What follows belongs to an exercise in optimizing a design on an open flow for small area, a short achievable clock period and few clock cycles; a production flow would make more cautious choices.
Where RTL was checked, it was by simulation tests only, not by an equivalence proof against the original.
For runs 4 and 5, only the layout was checked, not whether the RTL still works.
Power figures rest on the tool's default switching activity, not on a simulated workload.

`flow/flow/run.sh`:
```
#!/bin/bash
# Layout flow: the standard ORFS flow (standard.sh, with the standard
# synthesis unchanged and the settings of config.mk), except that the port
# buffers every input and output gets are the plain buffer named in
# flow/port_buffer.txt, and timing repair aims for the setup margin in
# flow/margin.txt. The full make output goes to flow_make.log here.
set -euo pipefail
BUF=$(cat flow/port_buffer.txt)
MARGIN=$(cat flow/margin.txt)
bash standard.sh "BUFFER_PORTS_ARGS=-buffer_cell $BUF" "SETUP_SLACK_MARGIN=$MARGIN" finish > flow_make.log 2>&1
```
`flow/flow/margin.txt`:
```
5.15
```
`flow/flow/port_buffer.txt`:
```
sky130_fd_sc_hd__buf_1
```
`flow/standard.sh`:
```
#!/bin/bash
# synth_recipe.tcl (not shown) runs the flow's synth.tcl, then flattens the netlist and writes it again
# the make line also repeats each setting of config.mk as NAME=value (left out here)
make -C /OpenROAD-flow-scripts/flow DESIGN_CONFIG=/design/flow/config.mk WORK_HOME=/design/flow/orfs CLKGATE_MAP_FILE= SYNTH_SCRIPT=/design/flow/synth_recipe.tcl "${@:-finish}"
```
`flow/config.mk`:
```
export PLATFORM = sky130hd
export DESIGN_NAME = aesKeyExpansionApb
export DESIGN_NICKNAME = aesKeyExpansionApb
export VERILOG_FILES = /design/flow/design.v
export SDC_FILE = /design/flow/constraint.sdc
export NUM_CORES = 4
export LEC_CHECK = 0
export ABC_AREA = 1
export CAP_MARGIN = 20
export CORE_MARGIN = 2
export CORE_UTILIZATION = 55
export CTS_BUF_LIST = sky130_fd_sc_hd__clkbuf_8
export CTS_CLUSTER_DIAMETER = 60
export CTS_CLUSTER_SIZE = 16
export PLACE_DENSITY = 0.66
export SLEW_MARGIN = 20
```
`flow/constraint.sdc`:
```
create_clock -name core_clock -period 8.0 [get_ports {clk}]
set_input_delay 1.6000 -clock core_clock [delete_from_list [all_inputs] [get_ports {clk}]]
set_output_delay 1.6000 -clock core_clock [all_outputs]
set_load 0.01 [all_outputs]
```
`flow/design.v`:
```
package aesKeyPkg;
    localparam int wordWidth = 32;
    localparam int keyWidth = 128;
    localparam int addrWidth = 12;
    localparam int numRounds = 10;
    localparam int numWords = 44;
    typedef logic [3:0] roundIdxT;
    typedef logic [5:0] wordIdxT;
    localparam logic [8*numRounds-1:0] rconTable = {
        8'h01,
        8'h02,
        8'h04,
        8'h08,
        8'h10,
        8'h20,
        8'h40,
        8'h80,
        8'h1b,
        8'h36
    };
    typedef logic [keyWidth-1:0] roundKeyT;
    localparam logic [addrWidth-1:0] keyAddr0 = 12'h000;
    localparam logic [addrWidth-1:0] keyAddr1 = 12'h004;
    localparam logic [addrWidth-1:0] keyAddr2 = 12'h008;
    localparam logic [addrWidth-1:0] keyAddr3 = 12'h00c;
    localparam logic [addrWidth-1:0] ctrlAddr = 12'h010;
    localparam logic [addrWidth-1:0] statusAddr = 12'h014;
    localparam logic [addrWidth-1:0] roundKeyBase = 12'h100;
endpackage
`timescale 1ns/1ns
module aesSboxTop (input logic [7:0] in, output logic [21:0] mid);
    logic U0, U1, U2, U3, U4, U5, U6, U7;
    logic T1, T2, T3, T4, T5, T6, T7, T8, T9, T10, T11, T12, T13, T14, T15, T16, T17, T18, T19, T20, T21, T22, T23, T24, T25, T26, T27, M1, M2, M3, M4, M5, M6, M7, M8, M9, M10, M11, M12, M13, M14, M15, M16, M17, M18, M19, M20, M21, M22, M23;
    assign U0 = in[7];
    assign U1 = in[6];
    assign U2 = in[5];
    assign U3 = in[4];
    assign U4 = in[3];
    assign U5 = in[2];
    assign U6 = in[1];
    assign U7 = in[0];
    assign T1 = U0 ^ U3;
    assign T2 = U0 ^ U5;
    assign T3 = U0 ^ U6;
    assign T4 = U3 ^ U5;
    assign T5 = U4 ^ U6;
    assign T6 = T1 ^ T5;
    assign T7 = U1 ^ U2;
    assign T8 = U7 ^ T6;
    assign T9 = U7 ^ T7;
    assign T10 = T6 ^ T7;
    assign T11 = U1 ^ U5;
    assign T12 = U2 ^ U5;
    assign T13 = T3 ^ T4;
    assign T14 = T6 ^ T11;
    assign T15 = T5 ^ T11;
    assign T16 = T5 ^ T12;
    assign T17 = T9 ^ T16;
    assign T18 = U3 ^ U7;
    assign T19 = T7 ^ T18;
    assign T20 = T1 ^ T19;
    assign T21 = U6 ^ U7;
    assign T22 = T7 ^ T21;
    assign T23 = T2 ^ T22;
    assign T24 = T2 ^ T10;
    assign T25 = T20 ^ T17;
    assign T26 = T3 ^ T16;
    assign T27 = T1 ^ T12;
    assign M1 = T13 & T6;
    assign M2 = T23 & T8;
    assign M3 = T14 ^ M1;
    assign M4 = T19 & U7;
    assign M5 = M4 ^ M1;
    assign M6 = T3 & T16;
    assign M7 = T22 & T9;
    assign M8 = T26 ^ M6;
    assign M9 = T20 & T17;
    assign M10 = M9 ^ M6;
    assign M11 = T1 & T15;
    assign M12 = T4 & T27;
    assign M13 = M12 ^ M11;
    assign M14 = T2 & T10;
    assign M15 = M14 ^ M11;
    assign M16 = M3 ^ M2;
    assign M17 = M5 ^ T24;
    assign M18 = M8 ^ M7;
    assign M19 = M10 ^ M15;
    assign M20 = M16 ^ M13;
    assign M21 = M17 ^ M15;
    assign M22 = M18 ^ M13;
    assign M23 = M19 ^ T25;
    assign mid = {M20, M21, M22, M23, T1, T2, T3, T4, T6, T8, T9, T10, T13, T15, T16, T17, T19, T20, T22, T23, T27, U7};
endmodule
module aesSboxBot (input logic [21:0] mid, output logic [7:0] out);
    logic M20, M21, M22, M23, T1, T2, T3, T4, T6, T8, T9, T10, T13, T15, T16, T17, T19, T20, T22, T23, T27, U7;
    logic M24, M25, M26, M27, M28, M29, M30, M31, M32, M33, M34, M35, M36, M37, M38, M39, M40, M41, M42, M43, M44, M45, M46, M47, M48, M49, M50, M51, M52, M53, M54, M55, M56, M57, M58, M59, M60, M61, M62, M63, L0, L1, L2, L3, L4, L5, L6, L7, L8, L9, L10, L11, L12, L13, L14, L15, L16, L17, L18, L19, L20, L21, L22, L23, L24, L25, L26, L27, L28, L29;
    logic S0, S1, S2, S3, S4, S5, S6, S7;
    assign {M20, M21, M22, M23, T1, T2, T3, T4, T6, T8, T9, T10, T13, T15, T16, T17, T19, T20, T22, T23, T27, U7} = mid;
    assign M24 = M22 ^ M23;
    assign M25 = M22 & M20;
    assign M26 = M21 ^ M25;
    assign M27 = M20 ^ M21;
    assign M28 = M23 ^ M25;
    assign M29 = M28 & M27;
    assign M30 = M26 & M24;
    assign M31 = M20 & M23;
    assign M32 = M27 & M31;
    assign M33 = M27 ^ M25;
    assign M34 = M21 & M22;
    assign M35 = M24 & M34;
    assign M36 = M24 ^ M25;
    assign M37 = M21 ^ M29;
    assign M38 = M32 ^ M33;
    assign M39 = M23 ^ M30;
    assign M40 = M35 ^ M36;
    assign M41 = M38 ^ M40;
    assign M42 = M37 ^ M39;
    assign M43 = M37 ^ M38;
    assign M44 = M39 ^ M40;
    assign M45 = M42 ^ M41;
    assign M46 = M44 & T6;
    assign M47 = M40 & T8;
    assign M48 = M39 & U7;
    assign M49 = M43 & T16;
    assign M50 = M38 & T9;
    assign M51 = M37 & T17;
    assign M52 = M42 & T15;
    assign M53 = M45 & T27;
    assign M54 = M41 & T10;
    assign M55 = M44 & T13;
    assign M56 = M40 & T23;
    assign M57 = M39 & T19;
    assign M58 = M43 & T3;
    assign M59 = M38 & T22;
    assign M60 = M37 & T20;
    assign M61 = M42 & T1;
    assign M62 = M45 & T4;
    assign M63 = M41 & T2;
    assign L0 = M61 ^ M62;
    assign L1 = M50 ^ M56;
    assign L2 = M46 ^ M48;
    assign L3 = M47 ^ M55;
    assign L4 = M54 ^ M58;
    assign L5 = M49 ^ M61;
    assign L6 = M62 ^ L5;
    assign L7 = M46 ^ L3;
    assign L8 = M51 ^ M59;
    assign L9 = M52 ^ M53;
    assign L10 = M53 ^ L4;
    assign L11 = M60 ^ L2;
    assign L12 = M48 ^ M51;
    assign L13 = M50 ^ L0;
    assign L14 = M52 ^ M61;
    assign L15 = M55 ^ L1;
    assign L16 = M56 ^ L0;
    assign L17 = M57 ^ L1;
    assign L18 = M58 ^ L8;
    assign L19 = M63 ^ L4;
    assign L20 = L0 ^ L1;
    assign L21 = L1 ^ L7;
    assign L22 = L3 ^ L12;
    assign L23 = L18 ^ L2;
    assign L24 = L15 ^ L9;
    assign L25 = L6 ^ L10;
    assign L26 = L7 ^ L9;
    assign L27 = L8 ^ L10;
    assign L28 = L11 ^ L14;
    assign L29 = L11 ^ L17;
    assign S0 = L6 ^ L24;
    assign S1 = ~(L16 ^ L26);
    assign S2 = ~(L19 ^ L28);
    assign S3 = L6 ^ L21;
    assign S4 = L20 ^ L22;
    assign S5 = L25 ^ L29;
    assign S6 = ~(L13 ^ L27);
    assign S7 = ~(L6 ^ L23);
    assign out[7] = S0;
    assign out[6] = S1;
    assign out[5] = S2;
    assign out[4] = S3;
    assign out[3] = S4;
    assign out[2] = S5;
    assign out[1] = S6;
    assign out[0] = S7;
endmodule
`timescale 1ns/1ns
module roundKeyGen (
    input  logic [31:0] newW0,
    input  logic [31:0] w1,
    input  logic [31:0] w2,
    input  logic [31:0] w3,
    input  logic [31:0] tword,
    input  logic        down,
    output logic [31:0] n1,
    output logic [31:0] n2,
    output logic [31:0] n3
);
    assign n1 = w1 ^ newW0 ^ (down ? tword : 32'h0);
    assign n2 = w2 ^ (down ? w1 : n1);
    assign n3 = w3 ^ (down ? w2 : n2);
endmodule
`timescale 1ns/1ns
`timescale 1ns/1ns
`timescale 1ns/1ns
`timescale 1ns/1ns
module aesKeyExpansionApb (
    input  logic                 clk,
    input  logic                 reset,
    input  logic                 psel,
    input  logic                 penable,
    input  logic                 pwrite,
    input  logic [aesKeyPkg::addrWidth-1:0] paddr,
    input  logic [aesKeyPkg::wordWidth-1:0] pwdata,
    output logic [aesKeyPkg::wordWidth-1:0] prdata,
    output logic                 pready,
    output logic                 pslverr
);
    logic       setup;
    logic       isKey;
    logic       isCtrl;
    logic       isStatus;
    logic       isRk;
    logic       rkPage;
    logic       rkValid;
    logic       rkRead;
    logic       errIn;
    logic [3:0] tgtIn;
    assign setup = psel & ~penable;
    assign isKey = (paddr[11:4] == 8'h00) & (paddr[1:0] == 2'b00);
    assign isCtrl = (paddr == aesKeyPkg::ctrlAddr);
    assign isStatus = (paddr == aesKeyPkg::statusAddr);
    assign isRk = (paddr[11:8] != 4'h0);
    assign rkPage = (paddr[11:8] == 4'h1);
    assign tgtIn = paddr[7:4];
    assign rkValid = rkPage & (tgtIn <= 4'd10);
    assign rkRead = ~pwrite & rkValid;
    assign errIn = ~(isKey | isCtrl | isStatus | isRk) | (~pwrite & isRk & ~rkValid);
    logic [31:0] key0, key1, key2, key3;   
    logic [31:0] w0, w1, w2, w3;           
    logic [31:0] n1, n2, n3;
    logic [3:0]  cur;                      
    logic [3:0]  nbr;                      
    logic        down;                     
    logic        half;                     
    logic [3:0]  tgt;                      
    logic        done;
    logic [2:0]  tcnt;                     
    logic [31:0] tword;
    logic        readyReg;
    logic        errReg;
    logic [3:0]  keyWr;                    
    logic        startPend;                
    logic [31:0] rdata;                    
    logic       tval;
    logic       waiting;
    logic       wantDown;
    logic       stepSetup;
    logic       stepWait;
    logic       flip;
    logic       stepA;
    logic       newDown;
    assign tval = (tcnt == 3'd6);
    assign waiting = ~readyReg;
    assign wantDown = (tgt < cur);
    assign stepSetup = setup & ~pwrite & rkPage & (paddr[3:2] == 2'd0) & (tgtIn == nbr) & tval;
    assign stepWait = waiting & ~half & tval & (wantDown == down);
    assign flip = waiting & ~half & (wantDown != down);
    assign stepA = stepSetup | stepWait;
    assign newDown = (nbr == 4'd10) ? 1'b1 : (nbr == 4'd0) ? 1'b0 : down;
    always_ff @(posedge clk) begin
        if (reset) begin
            cur <= 4'd0;
            nbr <= 4'd1;
            down <= 1'b0;
            half <= 1'b0;
            done <= 1'b0;
            readyReg <= 1'b1;
            tcnt <= 3'd0;
            keyWr <= 4'd0;
            startPend <= 1'b0;
        end else begin
            if (startPend) begin
                cur <= 4'd0;
                nbr <= 4'd1;
                down <= 1'b0;
                half <= 1'b0;
                done <= 1'b1;
            end else if (half) begin
                half <= 1'b0;
                cur <= nbr;
                down <= newDown;
                nbr <= newDown ? nbr - 4'd1 : nbr + 4'd1;
            end else if (stepA) begin
                half <= 1'b1;
            end else if (flip) begin
                down <= ~down;
                nbr <= down ? cur + 4'd1 : cur - 4'd1;
            end
            if (startPend | half | flip) begin
                tcnt <= 3'd0;
            end else if (~tval) begin
                tcnt <= tcnt + 3'd1;
            end
            if (setup) begin
                readyReg <= ~rkRead | (tgtIn == cur) | stepSetup;
            end else if (waiting) begin
                readyReg <= ~half & (cur == tgt);
            end
            keyWr <= '0;
            startPend <= 1'b0;
            if (setup & pwrite & isKey) begin
                keyWr[paddr[3:2]] <= 1'b1;
            end
            if (setup & pwrite & isCtrl & pwdata[0]) begin
                startPend <= 1'b1;
            end
        end
    end
    always_ff @(posedge clk) begin
        if (setup) begin
            tgt <= tgtIn;
            errReg <= errIn;
        end
    end
    always_ff @(posedge clk) begin
        if (keyWr[0]) key0 <= pwdata;
        if (keyWr[1]) key1 <= pwdata;
        if (keyWr[2]) key2 <= pwdata;
        if (keyWr[3]) key3 <= pwdata;
    end
    roundKeyGen keyGen (
        .newW0 (w0),
        .w1    (w1),
        .w2    (w2),
        .w3    (w3),
        .tword (tword),
        .down  (down),
        .n1    (n1),
        .n2    (n2),
        .n3    (n3)
    );
    logic        ld;
    logic        st0;
    logic        hold0;
    logic        st;
    logic        hold;
    assign ld = startPend;
    assign st0 = ~startPend & stepA;
    assign hold0 = ~startPend & ~stepA;
    assign st = ~startPend & half;
    assign hold = ~startPend & ~half;
    always_ff @(posedge clk) begin
        w0 <= ({32{hold0}} & w0) | ({32{ld}} & key0) | ({32{st0}} & w0Step);
        w1 <= ({32{hold}} & w1) | ({32{ld}} & key1) | ({32{st}} & n1);
        w2 <= ({32{hold}} & w2) | ({32{ld}} & key2) | ({32{st}} & n2);
        w3 <= ({32{hold}} & w3) | ({32{ld}} & key3) | ({32{st}} & n3);
    end
    logic [7:0]  sboxIn;
    logic [7:0]  sboxInReg;
    logic [21:0] sboxMid;
    logic [21:0] sboxMidReg;
    logic [7:0]  sboxOut;
    logic [3:0]  rconIdx;
    logic [7:0]  rcon;
    logic [7:0]  byte3;
    logic [7:0]  byte2;
    always_comb begin
        case (tcnt[1:0])
            2'd0: begin byte3 = w3[23:16]; byte2 = w2[23:16]; end
            2'd1: begin byte3 = w3[15:8]; byte2 = w2[15:8]; end
            2'd2: begin byte3 = w3[7:0]; byte2 = w2[7:0]; end
            default: begin byte3 = w3[31:24]; byte2 = w2[31:24]; end
        endcase
    end
    assign sboxIn = byte3 ^ (byte2 & {8{down}});
    always_ff @(posedge clk) begin
        sboxInReg <= sboxIn;
    end
    aesSboxTop sboxTop (
        .in  (sboxInReg),
        .mid (sboxMid)
    );
    always_ff @(posedge clk) begin
        sboxMidReg <= sboxMid;
    end
    aesSboxBot sboxBot (
        .mid (sboxMidReg),
        .out (sboxOut)
    );
    assign rconIdx = down ? cur : nbr;
    always_comb begin
        case (rconIdx)
            4'd1: rcon = 8'h01;
            4'd2: rcon = 8'h02;
            4'd3: rcon = 8'h04;
            4'd4: rcon = 8'h08;
            4'd5: rcon = 8'h10;
            4'd6: rcon = 8'h20;
            4'd7: rcon = 8'h40;
            4'd8: rcon = 8'h80;
            4'd9: rcon = 8'h1b;
            4'd10: rcon = 8'h36;
            default: rcon = 8'h00;
        endcase
    end
    always_ff @(posedge clk) begin
        case (tcnt)
            3'd2: tword[31:24] <= sboxOut ^ rcon;
            3'd3: tword[23:16] <= sboxOut;
            3'd4: tword[15:8] <= sboxOut;
            3'd5: tword[7:0] <= sboxOut;
            default: ;
        endcase
    end
    logic        same;
    logic [3:0]  wordIs;
    logic [31:0] w0Step;
    logic [31:0] rdataNext;
    assign same = (tgtIn == cur);
    assign wordIs = 4'b0001 << paddr[3:2];
    assign w0Step = w0 ^ tword;
    always_comb begin
        rdataNext = {30'h0, ~paddr[8] & paddr[4] & paddr[2] & done, 1'b0};
        if (paddr[8]) begin
            rdataNext = rdataNext | ({32{wordIs[0] & same}} & w0) |
                        ({32{wordIs[0] & ~same}} & w0Step) |
                        ({32{wordIs[1]}} & w1) | ({32{wordIs[2]}} & w2) |
                        ({32{wordIs[3]}} & w3);
        end else if (~paddr[4]) begin
            rdataNext = rdataNext | ({32{wordIs[0]}} & key0) | ({32{wordIs[1]}} & key1) |
                        ({32{wordIs[2]}} & key2) | ({32{wordIs[3]}} & key3);
        end
    end
    always_ff @(posedge clk) begin
        rdata <= rdataNext;
    end
    assign prdata = rdata;
    assign pready = readyReg;
    assign pslverr = errReg;
endmodule
```
==> results of run 1 <==
[cell usage after synthesis (25+ instances only)]
| cell type | number | area share |
|---|---|---|
| dfxtp_1 | 210 | 0.22 |
| inv_1 | 277 | 0.055 |
| o211ai_1 | 32 | 0.013 |
| a221oi_1 | 32 | 0.015 |
| xnor2_1 | 149 | 0.070 |
| clkbuf_1 | 83 | 0.017 |
| nor4_1 | 30 | 0.010 |
| o221ai_1 | 25 | 0.012 |
| o21ai_0 | 208 | 0.056 |
| nand3_1 | 46 | 0.012 |
| a21oi_1 | 66 | 0.018 |
| edfxtp_1 | 165 | 0.26 |
| nand2_1 | 364 | 0.073 |
| o22ai_1 | 78 | 0.026 |
| a22oi_1 | 66 | 0.026 |
| xor2_1 | 53 | 0.025 |
| nor2_1 | 177 | 0.035 |
[cells by family (layout without fill, tap and decap cells)]
| logic type | count (synthesis) | count (layout) | share of synthesized area |
|---|---|---|---|
| simple gates | 659 | 660 | 0.146 |
| compound gates | 523 | 523 | 0.172 |
| buf+inv | 378 | 449 | 0.0758 |
| flops | 375 | 375 | 0.489 |
| xor+xnor | 212 | 212 | 0.103 |
| fa+ha+maj | 20 | 20 | 0.0142 |
| other cells | 0 | 2 | 0 |
[how the worst min path moves through the flow]
stage | endpoint | cells past startpoint
6_report | sboxMidReg[0]$_DFF_P_ | 0
3_3_place_gp | sboxMidReg[0]$_DFF_P_ | 0
3_5_place_dp | sboxMidReg[0]$_DFF_P_ | 0
5_1_grt | sboxMidReg[0]$_DFF_P_ | 0
4_1_cts | sboxMidReg[0]$_DFF_P_ | 0
2_1_floorplan | sboxMidReg[0]$_DFF_P_ | 0
[flip-flops by register name, summed over array words and instances (netlist names), 3 cells and up]
| name | cells |
|---|---|
| tword | 32 |
| key3 | 32 |
| rdata | 32 |
| keyWr | 4 |
| key1 | 32 |
| nbr | 4 |
| w2 | 32 |
| w1 | 32 |
| w0 | 32 |
| sboxMidReg | 22 |
| sboxInReg | 8 |
| key2 | 32 |
| tgt | 4 |
| tcnt | 3 |
| w3 | 32 |
| cur | 4 |
| key0 | 32 |
[metrics by stage]
| step | total power (µW) | instance area (µm²) | worst slack (ps) | utilization | hold slack, ps |
|---|---|---|---|---|---|
| final | 5980 | 20200 | 5230 | 0.603 | 465 |
| after global routing | 6310 | 20200 | 5130 | 0.603 | 473 |
| after CTS | 5920 | 20100 | 5140 | 0.600 | 461 |
| after floorplan | 4040 | 18800 | 5160 | - | 386 |
| after detailed placement | 4790 | 19400 | 4300 | 0.580 | 442 |
| after global placement | 4750 | 19400 | 4350 | 0.580 | 453 |
[what timing repair did]
| action | 4_1_cts | 5_1_grt |
|---|---|---|
| pin swaps | 0 | 3 |
| hold endpoints to repair | 0 | 0 |
| gates resized for setup | 6 | 14 |
| buffers inserted | 0 | 6 |
| cloned | 0 | 1 |
| setup endpoints to repair | 64 | 91 |
[area by class of cell]
type / instances / area (µm²) / area share
Sequential cell: 375 / 9180 / 0.454
Multi-Input combinational cell: 1415 / 8260 / 0.408
Inverter: 286 / 1080 / 0.0534
Tap cell: 448 / 561 / 0.0277
Timing Repair Buffer: 104 / 512 / 0.0253
Clock buffer: 37 / 509 / 0.0252
Clock inverter: 22 / 130 / 0.00643
Antenna cell: 2 / 5.00 / 0.000247
[power breakdown]
group          switching [µW]  leakage, µW  internal [µW]  total, µW
sequential                108      0.00321           2310       2410
combinational            1740      0.00473            693       2430
clock                     690     0.000361            446       1140
total                    2530      0.00829           3450       5980
[cell usage in the layout (no fill, tap or decap), types with 3 or more instances in the layout]
master | Yosys | routed
xnor2_1 | 149 | 149
nand3_2 | 3 | 3
buf_6 | 0 | 4
nor2_2 | 6 | 7
nor2_1 | 177 | 172
buf_4 | 0 | 16
dfxtp_4 | 0 | 4
dfxtp_1 | 210 | 204
inv_2 | 6 | 9
xor2_2 | 7 | 7
nand3b_1 | 4 | 4
xor2_1 | 53 | 53
a221oi_1 | 32 | 32
a22oi_1 | 66 | 66
nor2_4 | 1 | 5
o21ai_0 | 208 | 207
nand3_1 | 46 | 46
o21ai_1 | 2 | 3
nand2_4 | 1 | 3
clkbuf_8 | 0 | 37
a21oi_1 | 66 | 66
nand2_1 | 364 | 358
o211ai_1 | 32 | 32
inv_1 | 277 | 283
o22ai_1 | 78 | 78
ha_1 | 18 | 18
inv_6 | 0 | 4
nor3_1 | 4 | 3
a221o_1 | 6 | 6
edfxtp_1 | 165 | 165
clkinvlp_4 | 0 | 3
xnor2_2 | 3 | 3
nand4_1 | 10 | 10
buf_1 | 8 | 79
nor4_1 | 30 | 30
o221ai_1 | 25 | 25
nand2_2 | 9 | 12
clkinv_1 | 3 | 3
[per-layer routing]
metal  GRT usage  part of all wire
met1       0.423              0.42
met2       0.528              0.47
met3      0.0441             0.079
met4       0.105             0.036
met5           0                 0
==> reports/metrics.csv, run 1 <==
metric,value,unit
status,no timing/DRC/antenna violations,
final hold vios,0,
CTS H-tree depth,2,
max_slew headroom,0.224,
Hold Crit Class,flip-flop to flip-flop,
critical path's slowest cell,nand2_4,
dominant synthesized flop cell,dfxtp_1,
asr flop ratio synth,0,
Mapped Cells,2167,
number of global-route vias before repair,15255,
final period utilization,0.347,
via density per instance,5.89,
register area share after synthesis,0.489,
Final Non-Filler Cells,2689,
core area,33500,µm²
ANT nets after route,0,
total global-route track usage,0.316,
total number of yosys warnings,1,
Die Area,35600,µm²
Mean Syn Cell Area,8.65,µm²
Slew @ Worst Pin,1160,ps
r2r startpoint,sboxInReg[6]$_DFF_P_,
detailed-route DRC error count,0,
CP top delay family,simple AND/OR/NAND/NOR gates,
worst-skew pair later-pin latency,570,ps
fillers,3039,
Netlist cell types,44,
Setup crit end,rdata[29]$_DFF_P_,
io pins,83,
Root Driver,clkbuf_8,
Syn Nets,2236,
cells on worst reg2reg path,9,
GP Congestion,0.903,
final setup vio count,0,
port buffer count,82,
total number of vias,15845,
die height,189,µm
hpwl dp,36100,µm
crit-path max FO,16,
First DRT Iteration DRCs,1650,
Setup TNS,0,ps
minimum clock period,2770,ps
Die Span X,189,µm
fmax,361,MHz
min-delay src,sboxInReg[0]$_DFF_P_,
Post-synth EDFFs,165,
wire per inst,21.2,µm
"Cell Chain, Critical Path","buf_1, nor2_1, nor3_2, nand2_2, nand2_4, nor2_1, nor4_1, o22ai_1",
total CTS buffers,34,
"flops & latches, synth",375,
initial antenna violation count,2,
post-synthesis instance area,18700,µm²
r2r setup slk,5320,ps
CTS max path bufs,3,
nets@finish,2285,
layout cell share with drive strength beyond 1,0.0598,
Synth-to-Final Area Change,7.95,%
Initial Util,0.559,
GRT overflow,0,
kind of end point of the critical path,flip-flop,
TritonCTS clock tree,yes,
"Hold-fix buffers, CTS",0,
DRT Pass-1 Iters,5,
Placement Rows,67,
placed cell count,2621,
Critical Path Max Stage Delay,350,ps
Crit path buffers/inverters,1,
critical path depth in cells,8,
RSZ-0062 raised after global routing,true,
fin. max-slew vios,0,
Worst setup SP type,primary input,
Critical Path RT,8430,ps
static leakage,0.00829,µW
critical path type,primary input to flip-flop,
final wirelength,57000,µm
first-pass GRT wire length,86500,µm
MaxCap Viol Count,0,
Crit path arrival time,3200,ps
Most Frequent Cell on Critical Path,nor2_1,
clock transition at the registers of the reported paths,100,ps
clock sinks,375,
CP Launch Point,paddr[7],
Pwr Density,296,nW/µm²
Critical R2R Capture,sboxMidReg[18]$_DFF_P_,
pin count of the biggest net entering global routing,86,
worst vdd ir,0.649,mV
Layout Skew,35.7,ps
Testbench counts, summed over its fixed seeds: cycles 18,048.
==> inputs of run 2 (changes only) <==
--- a/flow/config.mk
+++ b/flow/config.mk
@@ -7,5 +7,5 @@
 export LEC_CHECK = 0
 export ABC_AREA = 1
-export CAP_MARGIN = 20
+export CAP_MARGIN = 5
 export CORE_MARGIN = 2
 export CORE_UTILIZATION = 55
@@ -14,3 +14,3 @@
 export CTS_CLUSTER_SIZE = 16
 export PLACE_DENSITY = 0.66
-export SLEW_MARGIN = 20
+export SLEW_MARGIN = 5
==> reports/metrics.csv, run 2 <==
metric,value,unit
post-synthesis instance area,18700,µm²
most frequent cells in the layout,"359 x nand2_1, 280 x inv_1, 207 x o21ai_0",
dominant synthesized flop cell,dfxtp_1,
critical path's slowest cell,dfxtp_1,
CP top delay family,flip-flops,
CTS H-tree depth,2,
total number of vias,15802,
worst vdd ir,0.626,mV
asr flop ratio synth,0,
total CTS buffers,34,
Synth area leader,edfxtp_1,
"Core Util, Final",0.604,
DRT Pass-1 Iters,5,
CP Launch Point,rdata[29]$_DFF_P_,
TritonCTS clock tree,yes,
fin. max-slew vios,0,
ANT nets after route,0,
Die Area,35600,µm²
Critical Path Max Stage Delay,330,ps
Synth area leaders,"edfxtp_1 26%, dfxtp_1 22%, nand2_1 7.3%",
register area,9170,µm²
Mapped Cells,2167,
min-delay src,sboxInReg[0]$_DFF_P_,
port buffer count,82,
initial antenna violation count,3,
Critical Path RT,6400,ps
Die Span X,189,µm
Syn Nets,2236,
via density per instance,5.88,
final setup vio count,0,
r2r setup slk,5330,ps
kind of end point of the critical path,output pin,
Initial Util,0.559,
MaxCap Viol Count,0,
Netlist cell types,44,
Hold Crit Class,flip-flop to flip-flop,
core area,33500,µm²
fillers,3023,
total global-route track usage,0.315,
Pwr Density,298,nW/µm²
critical path type,flip-flop to output pin,
final period utilization,0.353,
Mean Syn Cell Area,8.65,µm²
fmax,354,MHz
Synth-to-Final Area Change,8.02,%
top-area cell type share of the netlist area,0.264,
r2r startpoint,startPend$_SDFF_PP0_,
Placement Rows,67,
Slew @ Worst Pin,1260,ps
crit-path max FO,1,
detailed-route DRC error count,0,
"Cell Chain, Critical Path",buf_1,
CTS max path bufs,3,
"commonest non-fill, non-tap cell in the layout",nand2_1,
minimum clock period,2820,ps
clock transition at the registers of the reported paths,100,ps
pin count of the biggest net entering global routing,86,
hpwl dp,36000,µm
io pins,83,
final wirelength,56600,µm
Crit path buffers/inverters,1,
synth cell count leaders,"364 x nand2_1, 277 x inv_1, 210 x dfxtp_1",
die height,189,µm
worst-skew pair later-pin latency,580,ps
layout cell share with drive strength beyond 1,0.0586,
most frequent cell after synthesis,nand2_1,
number of global-route vias before repair,15218,
RSZ-0062 raised after global routing,false,
GP Congestion,0.903,
max_slew headroom,0.162,
static leakage,0.00829,µW
"flops & latches, synth",375,
status,no timing/DRC/antenna violations,
"Hold-fix buffers, CTS",0,
total number of yosys warnings,1,
Root Driver,clkbuf_8,
Post-synth EDFFs,165,
multi-input logic area,8240,µm²
Layout Skew,31.1,ps
nets@finish,2281,
clock sinks,375,
Worst setup SP type,flip-flop,
GRT overflow,0,
register area share after synthesis,0.489,
wire per inst,21.1,µm
Setup TNS,0,ps
Crit path arrival time,1220,ps
First DRT Iteration DRCs,1450,
final hold vios,0,
first-pass GRT wire length,86300,µm
==> run 2: cell families after synthesis <==
group	after synthesis	synth area share
simple gates	659	0.146
compound gates	523	0.172
buf+inv	378	0.0758
flops	375	0.489
xor+xnor	212	0.103
fa+ha+maj	20	0.0142
==> run 2: cell type report <==
class,count,share of cell area
Antenna cell,2,0.000247
Clock buffer,41,0.0279
Tap cell,448,0.0277
Inverter,286,0.0533
Timing Repair Buffer,101,0.0234
Clock inverter,19,0.00711
Multi-Input combinational cell,1414,0.407
Sequential cell,375,0.453
==> run 2: power breakdown <==
group / switching, µW / total, µW / leakage (µW) / internal (µW)
sequential: 109 / 2420 / 0.00321 / 2310
clock: 697 / 1210 / 0.000379 / 517
combinational: 1720 / 2410 / 0.00470 / 693
==> run 2: per-stage QoR <==
stage	hold WS [ps]	power, µW	instances	area [µm²]	setup WS [ps]
after floorplan	386	4040	2167	18800	5160
after global placement	453	4750	2621	19400	4350
after detailed placement	439	4790	2621	19400	4300
after CTS	458	6000	2681	20200	5120
after global routing	467	6400	2684	20200	5150
final	461	6040	2686	20200	5180
==> run 2: path summary, 6_finish.rpt <==
path,endpoint,cells after the start
setup / recovery,prdata[29],1
hold / removal,sboxMidReg[0]$_DFF_P_,0
setup reg to reg,w3[1]$_DFF_P_,7
hold reg to reg,sboxMidReg[0]$_DFF_P_,0
==> run 2: metal layers <==
metal,share of wire,track usage,up-vias,wire length (µm)
li1,-,-,7436,-
met1,0.41,0.417,7523,23300
met2,0.47,0.515,688,26500
met3,0.083,0.0581,153,4680
met4,0.037,0.120,2,2100
met5,0.00023,0,-,13
==> run 2: timing repair <==
| item | CTS | global route |
|---|---|---|
| gates resized for setup | 6 | 10 |
| pin swaps | 0 | 1 |
| buffers inserted | 0 | 3 |
| setup endpoints to repair | 64 | 94 |
==> inputs of run 3 (changes only) <==
==> flow/config.mk (replaced) <==
export PLATFORM = sky130hd
export DESIGN_NAME = aesKeyExpansionApb
export DESIGN_NICKNAME = aesKeyExpansionApb
export VERILOG_FILES = /design/flow/design.v
export SDC_FILE = /design/flow/constraint.sdc
export NUM_CORES = 4
export LEC_CHECK = 0
export ABC_AREA = 1
export CAP_MARGIN = 20
export CORE_MARGIN = 2
export CORE_UTILIZATION = 55
export CTS_BUF_LIST = sky130_fd_sc_hd__clkbuf_4
export CTS_CLUSTER_DIAMETER = 40
export CTS_CLUSTER_SIZE = 10
export PLACE_DENSITY = 0.66
export SLEW_MARGIN = 20
==> reports/metrics.csv, run 3 <==
metric,value,unit
total global-route track usage,0.321,
final hold vios,0,
status,no timing/DRC/antenna violations,
Final Non-Filler Cells,2733,
nets@finish,2304,
Adder-Cell Fraction of Synth Area,0.0142,
Worst setup SP type,flip-flop,
Placement Rows,67,
synth cell count leaders,"364 x nand2_1, 277 x inv_1, 210 x dfxtp_1",
detailed-route DRC error count,0,
combinational family with the most area after synthesis,compound AO/OA/AOI/OAI gates,
worst-skew pair later-pin latency,840,ps
crit-path max FO,1,
register area,9220,µm²
ANT nets after route,0,
final worst setup slack,5090,ps
MaxCap Viol Count,0,
number of global-route vias before repair,15659,
busiest grt layer,met2,
die height,189,µm
Root Driver,clkbuf_4,
Slew @ Worst Pin,1160,ps
total number of yosys warnings,1,
register area share after synthesis,0.489,
max_slew headroom,0.227,
Mapped Cells,2167,
mux cell area share after synthesis,0,
Crit path buffers/inverters,1,
Pwr Density,302,nW/µm²
M2 GR Usage,0.524,
core area,33500,µm²
hpwl dp,36100,µm
"commonest non-fill, non-tap cell in the layout",nand2_1,
CTS max path bufs,3,
Synth area leader,edfxtp_1,
CP top delay family,flip-flops,
"flops & latches, synth",375,
most frequent cells in the layout,"359 x nand2_1, 273 x inv_1, 207 x o21ai_0",
worst vdd ir,0.634,mV
via density per instance,5.85,
port buffer count,82,
final period utilization,0.363,
"Cell Chain, Critical Path",clkbuf_2,
CTS H-tree depth,2,
clock transition at the registers of the reported paths,110,ps
first-pass GRT wire length,87700,µm
total CTS buffers,56,
Die Area,35600,µm²
critical path's slowest cell,edfxtp_1,
post-synthesis instance area,18700,µm²
Synth area leaders,"edfxtp_1 26%, dfxtp_1 22%, nand2_1 7.3%",
Initial Util,0.559,
GR met1 Demand/Resource,0.418,
Setup TNS,0,ps
r2r startpoint,startPend$_SDFF_PP0_,
fillers,3007,
Crit path arrival time,1310,ps
Synth-to-Final Area Change,10.1,%
Critical Path RT,6400,ps
Netlist cell types,44,
io pins,83,
min-delay src,sboxInReg[0]$_DFF_P_,
Die Span X,189,µm
dominant synthesized flop cell,dfxtp_1,
most frequent cell after synthesis,nand2_1,
asr flop ratio synth,0,
Critical Path Max Stage Delay,380,ps
Syn Nets,2236,
Hold Crit Class,flip-flop to flip-flop,
kind of end point of the critical path,output pin,
initial antenna violation count,4,
top-area cell type share of the netlist area,0.264,
layout cell share with drive strength beyond 1,0.105,
First DRT Iteration DRCs,1670,
Post-synth EDFFs,165,
multi-input logic area,8220,µm²
wire per inst,20.9,µm
fmax,344,MHz
CP Launch Point,errReg$_DFFE_PN_,
DRT Pass-1 Iters,6,
critical path type,flip-flop to output pin,
Post-Synth XOR/XNOR Area,0.103,
post-synthesis compound-gate area fraction,0.172,
Layout Skew,57.2,ps
Post-Synth Simple-Gate Area,0.146,
final setup vio count,0,
GRT overflow,0,
minimum clock period,2910,ps
Place WS,4300,ps
Mean Syn Cell Area,8.65,µm²
clock sinks,375,
GP Congestion,0.903,
static leakage,0.00854,µW
TritonCTS clock tree,yes,
placed cell count,2621,
pin count of the biggest net entering global routing,86,
Overall Power,6220,µW
fin. max-slew vios,0,
final wirelength,57100,µm
RSZ-0062 raised after global routing,true,
M3 GR Usage,0.0611,
total number of vias,15983,
"Core Util, Final",0.615,
-- run 3: cell counts after synthesis --
No cell type changed its count.
-- run 3: cell type report --
type / instances / area share
flip-flops and latches: 375 / 0.447
clock buffers: 70 / 0.0255
multi-input cells: 1414 / 0.399
diodes: 3 / 0.000364
clock inverters: 35 / 0.0157
inverters: 286 / 0.0522
well taps: 448 / 0.0272
repair buffers: 102 / 0.0337
-- run 3: path summary, 6_finish.rpt --
| path | end | slack, ps | depth (start not counted) |
|---|---|---|---|
| worst max-delay path | pslverr | 5090 | 1 |
| worst min-delay path | sboxMidReg[0]$_DFF_P_ | 480 | 0 |
| worst max register to register | w3[9]$_DFF_P_ | 5380 | 7 |
| worst min register to register | sboxMidReg[0]$_DFF_P_ | 480 | 0 |
-- run 3: cells by family after synthesis --
group | after synthesis
flops | 375
fa+ha+maj | 20
xor+xnor | 212
buf+inv | 378
compound gates | 523
simple gates | 659
-- run 3: through the flow --
stage	cell area (µm²)	hold slack [ps]
finish	20600	477
floorplan	18800	386
global placement	19400	453
global route	20600	498
CTS	20500	482
detailed placement	19400	442
-- run 3: metal layers --
layer / routed length (µm) / part of all wire
met1: 23000 / 0.40
met3: 5230 / 0.091
met2: 26700 / 0.47
met4: 2310 / 0.040
met5: 0 / 0
-- run 3: power breakdown --
part           leakage [µW]  switching (µW)  internal [µW]
registers           0.00321             110           2310
logic               0.00485            1730            721
clock network      0.000476             754            598
-- run 3: what timing repair did --
action / in CTS / in global routing
setup endpoints to repair: 34 / 106
resized for setup: 90 / 14
pin swaps: 0 / 1
hold buffers: 0 / 0
buffers inserted: 0 / 4
==> inputs of run 4 (changes only) <==
--- a/flow/design.v
+++ b/flow/design.v
@@ -291,9 +291,9 @@
                 down <= newDown;
                 nbr <= newDown ? nbr - 4'd1 : nbr + 4'd1;
-            end else if (stepA) begin
-                half <= 1'b1;
             end else if (flip) begin
                 down <= ~down;
                 nbr <= down ? cur + 4'd1 : cur - 4'd1;
+            end else if (stepA) begin
+                half <= 1'b1;
             end
             if (startPend | half | flip) begin
--- a/flow/config.mk
+++ b/flow/config.mk
@@ -9,8 +9,8 @@
 export CAP_MARGIN = 20
 export CORE_MARGIN = 2
-export CORE_UTILIZATION = 55
-export CTS_BUF_LIST = sky130_fd_sc_hd__clkbuf_4
-export CTS_CLUSTER_DIAMETER = 40
-export CTS_CLUSTER_SIZE = 10
-export PLACE_DENSITY = 0.66
+export CORE_UTILIZATION = 65
+export CTS_BUF_LIST = sky130_fd_sc_hd__clkbuf_8
+export CTS_CLUSTER_DIAMETER = 60
+export CTS_CLUSTER_SIZE = 16
+export PLACE_DENSITY = 0.76
 export SLEW_MARGIN = 20
==> reports/metrics.csv, run 4 <==
metric,value,unit
kind of end point of the critical path,output pin,
register area share after synthesis,0.491,
clock sinks,375,
CTS H-tree depth,1,
synth cell count leaders,"302 x nand2_1, 283 x inv_1, 210 x dfxtp_1",
"Hold-fix buffers, CTS",0,
"commonest non-fill, non-tap cell in the layout",nand2_1,
final period utilization,0.352,
hpwl dp,35200,µm
nets@finish,2231,
Layout Skew,18.2,ps
post-synthesis instance area,18600,µm²
Placement Rows,62,
Mapped Cells,2118,
final setup vio count,0,
port buffer count,82,
Synth-to-Final Area Change,7.82,%
pin count of the biggest net entering global routing,97,
P_sw,1910,µW
critical path's slowest cell,dfxtp_1,
Mean Syn Cell Area,8.81,µm²
Die Span X,173,µm
CTS max path bufs,3,
most frequent cells in the layout,"298 x nand2_1, 293 x inv_1, 203 x dfxtp_1",
Initial Util,0.655,
Syn Nets,2187,
wire per inst,21.2,µm
Slew @ Worst Pin,918,ps
dominant synthesized flop cell,dfxtp_1,
DRT Pass-1 Iters,7,
clock transition at the registers of the reported paths,90,ps
core area,28500,µm²
fmax,355,MHz
die height,173,µm
Post-synth EDFFs,165,
top-area cell type share of the netlist area,0.266,
total global-route track usage,0.358,
Pwr Density,254,nW/µm²
initial antenna violation count,1,
final hold vios,0,
io pins,83,
Reg power frac,0.456,
Setup TNS,0,ps
final wirelength,54600,µm
"flops & latches, synth",375,
ANT nets after route,0,
Crit path arrival time,1220,ps
worst vdd ir,0.242,mV
CP top delay family,flip-flops,
Worst setup SP type,flip-flop,
Crit path buffers/inverters,1,
via density per instance,6.19,
worst-skew pair later-pin latency,630,ps
first-pass GRT wire length,84200,µm
RSZ-0062 raised after global routing,false,
Critical Path RT,6400,ps
Sw Share,0.372,
crit-path max FO,1,
GP Congestion,0.990,
MaxCap Viol Count,0,
Gate power share,0.316,
most frequent cell after synthesis,nand2_1,
"Cell Chain, Critical Path",buf_1,
r2r setup slk,5330,ps
Worst Hold Margin,448,ps
Synth area leader,edfxtp_1,
total CTS buffers,30,
total number of yosys warnings,1,
Pint,3210,µW
critical path type,flip-flop to output pin,
Hold Crit Class,flip-flop to flip-flop,
layout cell share with drive strength beyond 1,0.0567,
status,no timing/DRC/antenna violations,
detailed-route DRC error count,0,
GRT overflow,0,
minimum clock period,2820,ps
Root Driver,clkbuf_8,
Clk pwr share,0.228,
Synth area leaders,"edfxtp_1 27%, dfxtp_1 23%, xnor2_1 7.3%",
Netlist cell types,43,
fin. max-slew vios,0,
static leakage,0.00814,µW
First DRT Iteration DRCs,2080,
Die Area,30100,µm²
total number of vias,15904,
max_slew headroom,0.388,
number of global-route vias before repair,15085,
TritonCTS clock tree,yes,
asr flop ratio synth,0,
Critical Path Max Stage Delay,400,ps
[run 4: cell count changes after synthesis, moves of 6 or more]
cell / change
a22oi_1: +22
inv_1: +6
nand2_1: -62
nand3_1: +17
nor2_1: -18
nor4_1: -11
o211ai_1: -30
o21ai_0: -16
o221ai_1: +21
o31ai_1: +14
xnor2_1: +7
xor2_1: +7
[run 4: path summary, 6_finish.rpt]
kind,start,to,cells past startpoint
min,sboxInReg[0]$_DFF_P_,sboxMidReg[0]$_DFF_P_,0
max,rdata[24]$_DFF_P_,prdata[24],1
max reg2reg,sboxInReg[5]$_DFF_P_,sboxMidReg[18]$_DFF_P_,9
min reg2reg,sboxInReg[0]$_DFF_P_,sboxMidReg[0]$_DFF_P_,0
[run 4: repair_timing]
item,CTS,global route
buffers inserted,1,8
pin swaps,1,2
gates resized for setup,16,22
endpoints found under the hold margin,0,0
setup endpoints to repair,155,104
[run 4: cell families after synthesis]
kind of cell,Yosys count,synth area share
and+or+nand+nor,581,0.130
buffers and inverters,385,0.0778
xor gates and xnor gates,220,0.105
adders and majority gates,20,0.0142
AOI/OAI and AO/OA,537,0.182
DFF,375,0.491
[run 4: metrics by stage]
| stage | power, µW | setup WS (ps) | cell area (µm²) | std cells | util |
|---|---|---|---|---|---|
| 2_1_floorplan | 3430 | 5150 | 18700 | 2118 | - |
| 6_report | 5120 | 5180 | 20100 | 2571 | 0.706 |
| 3_3_place_gp | 3880 | 4090 | 19200 | 2505 | 0.675 |
| 3_5_place_dp | 3920 | 3990 | 19200 | 2505 | 0.675 |
| 4_1_cts | 5060 | 5130 | 20000 | 2562 | 0.701 |
| 5_1_grt | 5360 | 5150 | 20100 | 2570 | 0.706 |
[run 4: worst reg2reg max path: cells and delay by family, from the launching register on]
kind | cells | cell delay, ps
buffers and inverters | 1 | 50
adders and majority gates | 1 | 270
xor gates and xnor gates | 7 | 1740
DFF | 1 | 510
[run 4: metal layers]
layer  up-vias  GRT usage  wire length (µm)
met2       943      0.568             24600
li1       7338          -                 -
met4         0      0.152              2470
met3       178     0.0772              6370
met5         -          0                 0
met1      7445      0.478             21200
[run 4: final cells by class]
type                    instances  area [µm²]
clock inverters                23         214
repair buffers                106         532
diodes                          1        2.50
flip-flops and latches        375        9180
fillers                      2285        8360
clock buffers                  33         454
multi-input cells            1358        8140
well taps                     384         480
inverters                     291        1110
[run 4: power by group through the flow]
| stage | Combinational [µW] | Clock [µW] | Sequential [µW] |
|---|---|---|---|
| floorplan | 1100 | 0 | 2340 |
| global placement | 1510 | 0 | 2370 |
| detailed placement | 1550 | 0 | 2370 |
| CTS | 1560 | 1170 | 2330 |
| global route | 1770 | 1250 | 2340 |
| finish | 1620 | 1170 | 2330 |
==> inputs of run 5 (changes only) <==
--- a/flow/design.v
+++ b/flow/design.v
@@ -260,4 +260,6 @@
     logic       stepA;
     logic       newDown;
+    assign keyWr = {4{setup & pwrite & isKey}} & (4'b0001 << paddr[3:2]);
+    assign startPend = setup & pwrite & isCtrl & pwdata[0];
     assign tval = (tcnt == 3'd6);
     assign waiting = ~readyReg;
@@ -277,6 +279,4 @@
             readyReg <= 1'b1;
             tcnt <= 3'd0;
-            keyWr <= 4'd0;
-            startPend <= 1'b0;
         end else begin
             if (startPend) begin
@@ -291,9 +291,9 @@
                 down <= newDown;
                 nbr <= newDown ? nbr - 4'd1 : nbr + 4'd1;
+            end else if (stepA) begin
+                half <= 1'b1;
             end else if (flip) begin
                 down <= ~down;
                 nbr <= down ? cur + 4'd1 : cur - 4'd1;
-            end else if (stepA) begin
-                half <= 1'b1;
             end
             if (startPend | half | flip) begin
@@ -307,12 +307,4 @@
                 readyReg <= ~half & (cur == tgt);
             end
-            keyWr <= '0;
-            startPend <= 1'b0;
-            if (setup & pwrite & isKey) begin
-                keyWr[paddr[3:2]] <= 1'b1;
-            end
-            if (setup & pwrite & isCtrl & pwdata[0]) begin
-                startPend <= 1'b1;
-            end
         end
     end
--- a/flow/config.mk
+++ b/flow/config.mk
@@ -9,8 +9,8 @@
 export CAP_MARGIN = 20
 export CORE_MARGIN = 2
-export CORE_UTILIZATION = 65
+export CORE_UTILIZATION = 55
 export CTS_BUF_LIST = sky130_fd_sc_hd__clkbuf_8
 export CTS_CLUSTER_DIAMETER = 60
 export CTS_CLUSTER_SIZE = 16
-export PLACE_DENSITY = 0.76
+export PLACE_DENSITY = 0.66
 export SLEW_MARGIN = 20
==> reports/metrics.csv, run 5 <==
metric,value,unit
Synth area leaders,"edfxtp_1 26%, dfxtp_1 22%, nand2_1 9.6%",
"commonest non-fill, non-tap cell in the layout",nand2_1,
clock sinks,370,
Post-synth EDFFs,165,
Die Area,35700,µm²
DRT Pass-1 Iters,6,
clock transition at the registers of the reported paths,100,ps
Critical Path RT,8450,ps
Slew @ Worst Pin,911,ps
Synth area leader,edfxtp_1,
static leakage,0.00865,µW
GP Congestion,0.875,
RSZ-0062 raised after global routing,true,
Crit path arrival time,3320,ps
Mean Syn Cell Area,8.48,µm²
pin count of the biggest net entering global routing,84,
number of global-route vias before repair,15526,
most frequent cell after synthesis,nand2_1,
Layout Skew,29.5,ps
minimum clock period,2870,ps
total global-route track usage,0.336,
initial antenna violation count,2,
Syn Nets,2290,
final setup vio count,0,
"flops & latches, synth",370,
crit-path max FO,16,
most frequent cells in the layout,"478 x nand2_1, 309 x inv_1, 203 x dfxtp_1",
First DRT Iteration DRCs,1702,
Root Driver,clkbuf_8,
CTS max path bufs,3,
M3 GR Usage,0.0930,
register area share after synthesis,0.481,
critical path type,primary input to flip-flop,
total CTS buffers,34,
critical path's slowest cell,o41ai_1,
io pins,83,
total number of yosys warnings,1,
Worst setup SP type,primary input,
core area,33600,µm²
final period utilization,0.359,
hpwl dp,36100,µm
Netlist cell types,40,
M2 GR Usage,0.512,
final wirelength,61500,µm
total number of vias,16514,
fillers,2885,
status,no timing/DRC/antenna violations,
Setup TNS,0,ps
"Core Util, Final",0.625,
fin. max-slew vios,0,
kind of end point of the critical path,flip-flop,
detailed-route DRC error count,0,
layout cell share with drive strength beyond 1,0.0746,
fmax,348,MHz
Pwr Density,303,nW/µm²
max_slew headroom,0.393,
wire per inst,22.2,µm
dominant synthesized flop cell,dfxtp_1,
via density per instance,5.97,
GRT overflow,0,
Final Non-Filler Cells,2768,
TritonCTS clock tree,yes,
Placement Rows,67,
"Cell Chain, Critical Path","buf_2, nand2_1, a21oi_2, nand2_4, nand2_8, nor2_1, o41ai_1, nand3_1",
synth cell count leaders,"484 x nand2_1, 304 x inv_1, 205 x dfxtp_1",
post-synthesis instance area,18800,µm²
worst vdd ir,0.257,mV
GR met1 Demand/Resource,0.435,
die height,189,µm
port buffer count,82,
worst-skew pair later-pin latency,630,ps
top-area cell type share of the netlist area,0.263,
Critical Path Max Stage Delay,310,ps
busiest grt layer,met2,
Mapped Cells,2221,
asr flop ratio synth,0,
Die Span X,189,µm
first-pass GRT wire length,90400,µm
ANT nets after route,0,
Initial Util,0.560,
Synth-to-Final Area Change,11.6,%
placed cell count,2665,
MaxCap Viol Count,0,
Hold Crit Class,flip-flop to flip-flop,
CTS H-tree depth,2,
final hold vios,0,
nets@finish,2363,
[run 5: worst paths after layout]
kind,start,endpoint,slack (ps),depth (start not counted)
max,paddr[4],rdata[1]$_DFF_P_,5130,8
min,sboxInReg[0]$_DFF_P_,sboxMidReg[0]$_DFF_P_,470,0
max reg2reg,cur[1]$_SDFFE_PP0P_,w0[7]$_DFF_P_,5310,16
min reg2reg,sboxInReg[0]$_DFF_P_,sboxMidReg[0]$_DFF_P_,470,0
[run 5: final cells by class]
class / instances / area, µm² / area share
Timing Repair Buffer: 134 / 1040 / 0.0495
Inverter: 315 / 1240 / 0.0590
Tap cell: 448 / 561 / 0.0267
Timing Repair inverter: 3 / 23.8 / 0.00113
Antenna cell: 2 / 5.00 / 0.000238
Multi-Input combinational cell: 1436 / 8400 / 0.399
Sequential cell: 370 / 9060 / 0.431
Clock inverter: 25 / 208 / 0.00988
Clock buffer: 35 / 482 / 0.0229
[run 5: what timing repair did]
item / in CTS / in global routing
gates cloned: 13 / 3
gates resized for setup: 59 / 18
pin swaps: 10 / 6
buffers inserted: 13 / 12
hold buffers: 0 / 0
setup endpoints to repair: 304 / 157
[run 5: power breakdown]
group / internal, µW / leakage (µW) / switching [µW]
Combinational: 835 / 0.00507 / 1840
Sequential: 2320 / 0.00320 / 163
Clock: 495 / 0.000381 / 709
[run 5: logic make-up (layout without fill, tap and decap cells)]
logic type | Yosys count | after routing | share of synthesized area
buffers and inverters | 419 | 512 | 0.0856
AO/OA/AOI/OAI | 418 | 418 | 0.147
other | 0 | 2 | 0
flip-flops | 370 | 370 | 0.481
XOR/XNOR | 220 | 220 | 0.104
adder cells (fa/ha/maj) | 20 | 20 | 0.0141
AND/OR/NAND/NOR | 774 | 778 | 0.168
[run 5: per-layer routing]
layer	wire [µm]	part of all wire	vias to the layer above
met1	24400	0.40	7721
met4	3690	0.060	0
met5	0	0	-
met3	7120	0.12	212
met2	26300	0.43	959
li1	-	-	7622
[run 5: critical path: cells and delay by family]
family                 cells  cell delay (ps)
buffers and inverters      1              240
AO/OA/AOI/OAI              2              610
AND/OR/NAND/NOR            5              870
[run 5: per-stage QoR]
step | total power [µW] | hold slack, ps | cell area, µm² | setup WS, ps
final | 6360 | 466 | 21000 | 5130
after detailed placement | 5110 | 451 | 19500 | 3030
after CTS | 6320 | 470 | 20800 | 5160
after global routing | 6740 | 480 | 21000 | 5090
after global placement | 5080 | 469 | 19500 | 3140
after floorplan | 4340 | 386 | 19000 | 4950

## separate check: timing with driven ports
The flow's constraints put no driver on any port. The routed layouts listed below were extracted and timed again, unchanged, in two steps. Step 1, drivers: a clkbuf_16 drives clk and a buf_2 each remaining input, both assumed. Step 2 times the ports against the registers' clock, not the clock port: input delays grow and output delays shrink by t, the midpoint of the rising clock arrivals with the driver on. a / b / c = ideal ports / drivers / drivers and shift; a / b = the first two.
| run | t (ns) | slack for setup (ns) | clock arrival spread, ns | worst register clock-pin slew, ns | cell pins on the clock port's net |
|---|---|---|---|---|---|
| run 1 | 0.604 | 5.227 / 5.193 / 4.649 | 0.036 / 0.036 | 0.11 / 0.11 | 1 |
| run 2 | 0.617 | 5.179 / 5.130 / 4.639 | 0.032 / 0.032 | 0.10 / 0.10 | 1 |
| run 3 | 0.849 | 5.094 / 5.048 / 4.361 | 0.067 / 0.067 | 0.12 / 0.12 | 1 |
| run 4 | 0.673 | 5.183 / 5.134 / 4.549 | 0.020 / 0.020 | 0.11 / 0.11 | 1 |
| run 5 | 0.664 | 5.128 / 5.158 / 4.494 | 0.032 / 0.032 | 0.11 / 0.11 | 1 |
After both steps setup and hold are still met in every run listed. For run 3, which loses most, drivers alone change the setup slack by -0.046 ns; drivers and shift together by -0.733 ns.
